What follows belongs to an exercise in optimizing a design on an open flow for a short achievable clock period and few clock cycles per item; a production flow would make more cautious choices. Function was checked by simulation only, so behaviour that the tests miss may differ from the original. Power and IR drop assume default switching activity.

==> inputs of 01-25 <==
## pe_top
module pe_top
(
    input  logic         clk,
    input  logic         rst_n,            
    input  logic [65:0]  instr_i,          
    input  logic         instr_valid_i,
    output logic         instr_ready_o,
    input  logic [33:0]  fwd1_i,           
    input  logic [33:0]  fwd2_i,
    output logic         wb_cyc_o,
    output logic         wb_stb_o,
    output logic         wb_we_o,
    output logic [31:0]  wb_adr_o,
    output logic [31:0]  wb_dat_o,
    output logic [3:0]   wb_sel_o,
    input  logic         wb_ack_i,
    input  logic [31:0]  wb_dat_i,
    output logic [31:0]  result_o,
    output logic [8:0]   tgt1_o,           
    output logic [8:0]   tgt2_o,
    output logic         branch_o,
    output logic         term_o,
    output logic         done_o,
    output logic [5:0]   icount_o
);
clock: 7.0 ns
lec_check: 0
abc_clock_period_in_ps: 2000
cap_margin: 20
core_margin: 2
core_utilization: 40
setup_slack_margin: 5
slew_margin: 20
run.sh (not shown) runs the stock make flow with config.mk's settings and CLKGATE_MAP_FILE= SYNTH_SCRIPT=/design/flow/synth_recipe.tcl, a recipe that flattens the netlist after the stock synthesis.
==> 05-07: changes against 01-25 <==
--- a/flow/design.v
+++ b/flow/design.v
@@ -47,32 +47,36 @@
     input  logic [33:0]                fwd2_i,
     output logic                       v_o,         
     output logic [pe_pkg::CQ_AW-1:0]   tag_o,       
     output logic [2:0]                 op_o,
     output logic [3:0]                 funct_o,
     output logic [pe_pkg::OFFS_W-1:0]  off_o,
     output logic [15:0]                tgt_o,       
     output logic [31:0]                a_o,
-    output logic [31:0]                b_o,
+    output logic [31:0]                b_o,         
     output logic                       inv_o        
 );
     logic [2:0]   op;
     logic         immab;
     logic [5:0]   immlo;
     logic         is_prefix;
     logic         prefix_q;    
     logic [25:0]  immhi_q;
     logic [31:0]  imm;
     logic [31:0]  a_d;
     logic [31:0]  b_d;
+    logic         inv_d;
     assign op        = instr_i[65:63];
     assign immab     = instr_i[58];
     assign immlo     = instr_i[57:52];
     assign is_prefix = (op == pe_pkg::OP_PREFIX_I);
+    assign inv_d = (op == pe_pkg::OP_ALU) &&
+                   ((instr_i[62:59] == pe_pkg::ALU_SUB) || (instr_i[62:59] == pe_pkg::ALU_SLT) ||
+                    (instr_i[62:59] == pe_pkg::ALU_SLTU));
     assign imm = {(prefix_q ? immhi_q : 26'b0), immlo};
     assign a_d = (fwd1_i[33:32] == pe_pkg::TT_WRA) ? fwd1_i[31:0] :
                  (fwd2_i[33:32] == pe_pkg::TT_WRA) ? fwd2_i[31:0] : (immab ? 32'b0 : imm);
     assign b_d = (fwd1_i[33:32] == pe_pkg::TT_WRB) ? fwd1_i[31:0] :
                  (fwd2_i[33:32] == pe_pkg::TT_WRB) ? fwd2_i[31:0] : (immab ? imm : 32'b0);
     always_ff @(posedge clk)
     begin
         if (!rst_n_i)
@@ -94,35 +98,33 @@
     begin
         if (accept_i && is_prefix)
             immhi_q <= instr_i[51:26];
         op_o    <= op;
         funct_o <= instr_i[62:59];
         off_o   <= instr_i[25:16];
         tgt_o   <= instr_i[15:0];
         a_o     <= a_d;
-        b_o     <= b_d;
-        inv_o   <= (op == pe_pkg::OP_ALU) &&
-                   ((instr_i[62:59] == pe_pkg::ALU_SUB) || (instr_i[62:59] == pe_pkg::ALU_SLT) ||
-                    (instr_i[62:59] == pe_pkg::ALU_SLTU));
+        b_o     <= b_d ^ {32{inv_d}};
+        inv_o   <= inv_d;
     end
 endmodule
 `timescale 1ns/1ps
 module pe_alu
 (
     input  logic                       clk,
     input  logic                       rst_n_i,
     input  logic                       v_i,
     input  logic [pe_pkg::CQ_AW-1:0]   tag_i,
     input  logic [2:0]                 op_i,
     input  logic [3:0]                 funct_i,
     input  logic [pe_pkg::OFFS_W-1:0]  off_i,
     input  logic [15:0]                tgt_i,
     input  logic [31:0]                a_i,
-    input  logic [31:0]                b_i,
+    input  logic [31:0]                b_i,         
     input  logic                       inv_i,       
     output logic                       mv_o,
     output logic [pe_pkg::CQ_AW-1:0]   mtag_o,
     output logic                       mwe_o,
     output logic [3:0]                 mfn_o,
     output logic [31:0]                madr_o,
     output logic [31:0]                mdat_o,
     output logic [3:0]                 msel_o,
@@ -132,25 +134,23 @@
     output logic [3:0]                 wfunct_o,
     output logic [15:0]                wtgt_o,
     output logic [31:0]                wres_o
 );
     logic         is_alu;
     logic         is_mem;
     logic         is_st;
     logic         fill;       
-    logic [31:0]  bx;
     logic [31:0]  lgc_d;
     logic [31:0]  sdat_d;
     logic [3:0]   sel_d;
     logic [4:0]   sh_hi;      
     assign is_alu = (op_i == pe_pkg::OP_ALU);
     assign is_st  = (op_i == pe_pkg::OP_STORE);
     assign is_mem = (op_i == pe_pkg::OP_LOAD) || is_st;
-    assign bx     = b_i ^ {32{inv_i}};
     assign fill   = (funct_i == pe_pkg::ALU_SRA) && a_i[31];
     assign sh_hi  = {b_i[4:2], 2'b00};
     always_comb
     begin
         case (funct_i)
             pe_pkg::ALU_OR:  lgc_d = a_i | b_i;
             pe_pkg::ALU_AND: lgc_d = a_i & b_i;
             default:         lgc_d = a_i ^ b_i;
@@ -175,19 +175,19 @@
                 sdat_d = b_i;
             end
         endcase
     end
     logic         v1_q;
     logic [2:0]   op1_q;
     logic [3:0]   funct1_q;
     logic [15:0]  tgt1_q;
-    logic [8:0]   s0_q;           
-    logic [3:1][8:0] c0_q;        
-    logic [3:1][8:0] c1_q;        
+    logic [16:0]  lo_q;           
+    logic [16:0]  hi0_q;          
+    logic [16:0]  hi1_q;          
     logic [10:0]  slo_q;          
     logic [21:0]  ahi_q;          
     logic [21:0]  ahi1_q;         
     logic         sdiff_q;        
     logic         asign_q;
     logic [31:0]  shl_q;
     logic [31:0]  shr_q;
     logic         fill_q;
@@ -208,26 +208,23 @@
         end
     end
     always_ff @(posedge clk)
     begin
         op1_q    <= op_i;
         funct1_q <= funct_i;
         tgt1_q   <= tgt_i;
         mtag_o   <= tag_i;
-        s0_q     <= {1'b0, a_i[7:0]} + {1'b0, bx[7:0]} + {8'b0, inv_i};
-        for (int k = 1; k < 4; k++)
-        begin
-            c0_q[k] <= {1'b0, a_i[8*k +: 8]} + {1'b0, bx[8*k +: 8]};
-            c1_q[k] <= {1'b0, a_i[8*k +: 8]} + {1'b0, bx[8*k +: 8]} + 9'd1;
-        end
+        lo_q     <= 17'(({1'b0, a_i[15:0], 1'b1} + {1'b0, b_i[15:0], inv_i}) >> 1);
+        hi0_q    <= {1'b0, a_i[31:16]} + {1'b0, b_i[31:16]};
+        hi1_q    <= 17'(({1'b0, a_i[31:16], 1'b1} + {1'b0, b_i[31:16], 1'b1}) >> 1);
         slo_q    <= {1'b0, a_i[9:0]} + {1'b0, off_i};
         ahi_q    <= a_i[31:10];
         ahi1_q   <= a_i[31:10] + 22'd1;
-        sdiff_q  <= a_i[31] ^ b_i[31];
+        sdiff_q  <= a_i[31] ^ b_i[31] ^ inv_i;
         asign_q  <= a_i[31];
         shl_q    <= a_i << sh_hi;
         shr_q    <= 32'($signed({fill, a_i}) >>> sh_hi);
         fill_q   <= fill;
         sh_lo_q  <= b_i[1:0];
         lgc_q    <= lgc_d;
         s_sum_q  <= is_alu && ((funct_i == pe_pkg::ALU_ADD) || (funct_i == pe_pkg::ALU_SUB));
         s_slt_q  <= is_alu && (funct_i == pe_pkg::ALU_SLT);
@@ -236,30 +233,22 @@
         s_shr_q  <= is_alu && ((funct_i == pe_pkg::ALU_SRL) || (funct_i == pe_pkg::ALU_SRA));
         s_lgc_q  <= is_alu && (funct_i <= pe_pkg::ALU_XOR);
         mwe_o    <= is_st;
         mfn_o    <= funct_i;
         mdat_o   <= is_st ? sdat_d : 32'b0;
         msel_o   <= sel_d;
     end
     logic [31:0]  sum;
-    logic [3:0]   cy;         
     logic         cout;
     logic         lt;
     logic [31:0]  shl;
     logic [31:0]  shr;
-    assign cy[0] = s0_q[8];
-    assign cy[1] = cy[0] ? c1_q[1][8] : c0_q[1][8];
-    assign cy[2] = cy[1] ? c1_q[2][8] : c0_q[2][8];
-    assign cy[3] = cy[2] ? c1_q[3][8] : c0_q[3][8];
-    assign cout  = cy[3];
-    assign sum   = {(cy[2] ? c1_q[3][7:0] : c0_q[3][7:0]),
-                    (cy[1] ? c1_q[2][7:0] : c0_q[2][7:0]),
-                    (cy[0] ? c1_q[1][7:0] : c0_q[1][7:0]),
-                    s0_q[7:0]};
+    assign sum  = {(lo_q[16] ? hi1_q[15:0] : hi0_q[15:0]), lo_q[15:0]};
+    assign cout = lo_q[16] ? hi1_q[16] : hi0_q[16];
     assign shl = shl_q << sh_lo_q;
     assign shr = 32'($signed({fill_q, shr_q}) >>> sh_lo_q);
     assign lt  = (s_slt_q && (sdiff_q ? asign_q : sum[31])) || (s_sltu_q && !cout);
     assign madr_o = mwe_o ? {(slo_q[10] ? ahi1_q : ahi_q), slo_q[9:0]} : sum;
     always_ff @(posedge clk)
     begin
         if (!rst_n_i)
             wv_o <= 1'b0;
@@ -412,125 +401,128 @@
     output logic [8:0]                 tgt2_o,
     output logic                       branch_o,
     output logic                       term_o,
     output logic                       done_o,
     output logic [pe_pkg::TA_W-1:0]    icount_o
 );
     localparam int CQ_N = pe_pkg::CQ_N;
     localparam int MW   = 21;    
-    logic [pe_pkg::CQ_AW:0] all_q;    
-    logic [3:0]             mem_q;    
-    logic                   rdy_q;    
-    logic                   ret;      
-    logic                   acc_mem;
-    logic                   all_full;
-    logic                   mem_full;
-    logic                   ready_d;
+    logic [CQ_N-1:0]           all_q;    
+    logic [pe_pkg::MEM_MAX-1:0] mem_q;   
+    logic                      rdy_q;    
+    logic                      ret;      
+    logic                      acc_mem;
+    logic                      all_full;
+    logic                      mem_full;
+    logic                      ready_d;
     assign accept_o = instr_valid_i && rdy_q;
     assign acc_mem  = accept_o &&
                       ((instr_op_i == pe_pkg::OP_LOAD) || (instr_op_i == pe_pkg::OP_STORE));
-    assign all_full = (accept_o && !ret && (all_q >= CQ_N - 1)) ||
-                      ((accept_o == ret) && (all_q >= CQ_N));
-    assign mem_full = (acc_mem && !ack_i && (mem_q >= pe_pkg::MEM_MAX - 1)) ||
-                      ((acc_mem == ack_i) && (mem_q >= pe_pkg::MEM_MAX));
+    assign all_full = (accept_o && !ret && all_q[CQ_N-2]) ||
+                      ((accept_o == ret) && all_q[CQ_N-1]);
+    assign mem_full = (acc_mem && !ack_i && mem_q[pe_pkg::MEM_MAX-2]) ||
+                      ((acc_mem == ack_i) && mem_q[pe_pkg::MEM_MAX-1]);
     assign ready_d  = !all_full && !mem_full;
     always_ff @(posedge clk)
     begin
         if (!rst_n_i)
         begin
             all_q         <= '0;
             mem_q         <= '0;
             rdy_q         <= 1'b1;
             instr_ready_o <= 1'b1;
         end
         else
         begin
-            all_q         <= all_q + accept_o - ret;
-            mem_q         <= mem_q + acc_mem - ack_i;
+            if (accept_o && !ret)
+                all_q <= {all_q[CQ_N-2:0], 1'b1};
+            else if (!accept_o && ret)
+                all_q <= {1'b0, all_q[CQ_N-1:1]};
+            if (acc_mem && !ack_i)
+                mem_q <= {mem_q[pe_pkg::MEM_MAX-2:0], 1'b1};
+            else if (!acc_mem && ack_i)
+                mem_q <= {1'b0, mem_q[pe_pkg::MEM_MAX-1:1]};
             rdy_q         <= ready_d;
             instr_ready_o <= ready_d;
         end
     end
     logic [31:0]              res_q  [CQ_N];
     logic [MW-1:0]            meta_q [CQ_N];
-    logic [CQ_N-1:0]          vld_q;
-    logic [CQ_N-1:0]          rdy_e_q;    
+    logic [CQ_N-1:0]          rr_q;       
     logic [pe_pkg::CQ_AW-1:0] rp_q;
     logic [CQ_N-1:0]          rp_oh_q;    
     logic          w_alu, w_ld, w_mem, w_pfx, w_zero, w_take, w_term;
     logic [MW-1:0] w_meta;
     logic [CQ_N-1:0] w_oh;    
-    assign w_oh = {{(CQ_N-1){1'b0}}, 1'b1} << wtag_i;
+    logic [CQ_N-1:0] fin_oh;    
+    assign w_oh   = {{(CQ_N-1){1'b0}}, 1'b1} << wtag_i;
+    assign fin_oh = {{(CQ_N-1){1'b0}}, 1'b1} << fin_tag_i;
     assign w_alu  = (wop_i == pe_pkg::OP_ALU);
     assign w_ld   = (wop_i == pe_pkg::OP_LOAD);
     assign w_mem  = w_ld || (wop_i == pe_pkg::OP_STORE);
     assign w_pfx  = (wop_i == pe_pkg::OP_PREFIX_I);
     assign w_zero = (wres_i == 32'b0);
     assign w_take = w_alu && (((wtgt_i[9:8] == pe_pkg::TT_BZ) && w_zero) ||
                               ((wtgt_i[9:8] == pe_pkg::TT_BNZ) && !w_zero));
     assign w_term = (wop_i == pe_pkg::OP_CTRL) && (wfunct_i == pe_pkg::CTRL_TERM);
     assign w_meta = {w_pfx, (w_alu || w_ld) && wtgt_i[9], (w_alu || w_ld) && wtgt_i[1],
                      wtgt_i, w_take, w_term};
     logic [MW-1:0] h_meta;
     logic [31:0]   h_res;
-    logic          h_vld;
     logic          h_known;    
     logic          h_fin;      
     logic          h_pfx, h_take, h_term;
     logic [5:0]    h_ta1;
     always_comb
     begin
         h_meta  = '0;
         h_res   = '0;
-        h_vld   = 1'b0;
         h_known = 1'b0;
         for (int i = 0; i < CQ_N; i++)
         begin
             h_meta  = h_meta  | ({MW{rp_oh_q[i]}} & meta_q[i]);
             h_res   = h_res   | ({32{rp_oh_q[i]}} & res_q[i]);
-            h_vld   = h_vld   | (rp_oh_q[i] & vld_q[i]);
-            h_known = h_known | (rp_oh_q[i] & rdy_e_q[i]);
+            h_known = h_known | (rp_oh_q[i] & rr_q[i]);
         end
     end
     assign h_fin   = fin_i && (fin_tag_i == rp_q);
     assign h_pfx   = h_meta[20];
     assign h_ta1   = h_meta[17:12];
     assign h_take  = h_meta[1];
     assign h_term  = h_meta[0];
-    assign ret     = h_vld && (h_known || h_fin);
+    assign ret     = h_known || h_fin;
     always_ff @(posedge clk)
     begin
         if (!rst_n_i)
         begin
-            vld_q   <= '0;
+            rr_q    <= '0;
             rp_q    <= '0;
             rp_oh_q <= {{(CQ_N-1){1'b0}}, 1'b1};
         end
         else
         begin
-            vld_q <= (vld_q & ~({CQ_N{ret}} & rp_oh_q)) | ({CQ_N{wv_i}} & w_oh);
+            rr_q <= (rr_q | ({CQ_N{wv_i && !w_mem}} & w_oh) | ({CQ_N{fin_i}} & fin_oh)) &
+                    ~({CQ_N{ret}} & rp_oh_q);
             if (ret)
             begin
                 rp_q    <= rp_q + 1'b1;
                 rp_oh_q <= {rp_oh_q[CQ_N-2:0], rp_oh_q[CQ_N-1]};
             end
         end
     end
     always_ff @(posedge clk)
     begin
         if (wv_i)
         begin
-            rdy_e_q[wtag_i] <= !w_mem;
             res_q[wtag_i]   <= wres_i;    
             meta_q[wtag_i]  <= w_meta;
         end
         if (fin_i)
         begin
-            rdy_e_q[fin_tag_i] <= 1'b1;
             if (fin_ld_i)
                 res_q[fin_tag_i] <= fin_dat_i;
         end
     end
     logic [5:0] ic_q;
     logic [5:0] ic_ret;    
     assign ic_ret = h_take ? h_ta1 : (h_term ? ic_q : ic_q + 1'b1);    
     always_ff @(posedge clk)
@@ -546,17 +538,17 @@
             done_o   <= ret && !h_pfx;
             if (ret)
                 ic_q <= ic_ret;
             icount_o <= ic_ret;
         end
     end
     always_ff @(posedge clk)
     begin
-        result_o <= (h_known || !fin_ld_i) ? h_res : fin_dat_i;
+        result_o <= (h_fin && fin_ld_i) ? fin_dat_i : h_res;
         tgt1_o   <= {h_meta[19], h_meta[17:10]};
         tgt2_o   <= {h_meta[18], h_meta[9:2]};
         branch_o <= h_take;
         term_o   <= h_term;
     end
 endmodule
 `timescale 1ns/1ps
 module pe_core
Settings changed: CORE_UTILIZATION 40 to 55, CTS_CLUSTER_DIAMETER from default to 60, CTS_CLUSTER_SIZE from default to 30.
==> results.txt <==
Of 05-07 and 01-25, 01-25 has the higher routed wire length (gap about 6.4%, measured against 01-25). Sequential share of layout area: 05-07 is higher than 01-25 (2.6 points). Of 05-07 and 01-25, 01-25 has the higher sequential cell count (gap 16). In 05-07 the clock-buffer cell count is lower than in 01-25, by 148. Die area: 01-25 is larger than 05-07 (39%). Between 01-25 and 05-07, the lower utilization is in 01-25 (gap 17 points). Of 05-07 and 01-25, 01-25 has the higher clock skew (gap 0.046 ns). Global-route usage: 01-25 is lower than 05-07 (6.8 points). In 05-07 the final cell count is lower than in 01-25, by 10%. Of 05-07 and 01-25, 01-25 has the higher critical path depth (gap 16). In 05-07 the setup slack is better than in 01-25, by 0.16 ns.
==> figures <==
metric	05-07	01-25
Power dissipated in combinational cells	2150 uW	2930 uW
Bufs and invs on worst path	1	11
Met3 global-route usage	0.0642	0.0874
End point of the critical path	wb_adr_o[4]	u_core.u_seq.rp_oh_q[13]
Endpoint class of the critical path	output port	flip-flop
M1 WL	104 mm	109 mm
Worst setup path startpoint	u_core.u_lsu.wb_adr_o[4]	u_core.u_seq.rp_oh_q[3]
Via count of the first global-routing pass	53100	57100
Stages on worst setup path	1	17
Count of state elements after synthesis	1930	1946
Wire length of the first global-routing pass	377 mm	423 mm
Worst reg2reg endpoint	u_core.u_seq.result_o[13]	u_core.u_seq.rp_oh_q[13]
Clock edge transition at the registers on the reported setup and hold paths	0.09 ns	0.07 ns
DIE WIDTH	381 um	450 um
Run status	finished clean	finished clean
Met1 layer usage reported by global route	0.474	0.350
Share of cells above drive strength 1	0.326	0.330
Final net count	7015	7286
Slew of the pin with the lowest slew margin	0.694 ns	0.788 ns
Overall power consumption	23300 uW	26900 uW
Synth Cell Area	0.0782 mm^2	0.0795 mm^2
Diodes inserted	10	11
Clock-cell share of area	0.0459	0.0635
Testbench counts of 01-25, summed over its fixed seeds: cycles 3,686, instrs 3,200.
Testbench counts of 05-07, summed over its fixed seeds: cycles 3,686, instrs 3,200.

afterwards: timing with drivers on the ports:
The results above use ideal ports. As a check the final layouts listed here were re-extracted and re-timed, cells and wires unchanged.
Step 1 sets driving cells, clkbuf_16 on the clock port and buf_2 on the other inputs (assumed; they add their load-dependent delay and slew).
Step 2 adds t to the input delays and takes it off the output delays; t is the mean of the earliest and latest rising clock arrival at the registers after step 1. Input paths then give back, and output paths get back, about the clock's delay inside the block.
a / b / c = no drivers / after step 1 / after step 2; a / b = the first two.
run | t (ns) | slack for setup (ns) | cell pins on the clock port's net
01-25 | 0.942 | 4.083 / 4.068 / 3.828 | 1
05-07 | 0.891 | 4.242 / 4.154 / 4.098 | 1
After both steps every run listed still meets setup and hold. For 01-25, which loses most, drivers alone change the setup slack by -0.015 ns; drivers and shift together by -0.255 ns.
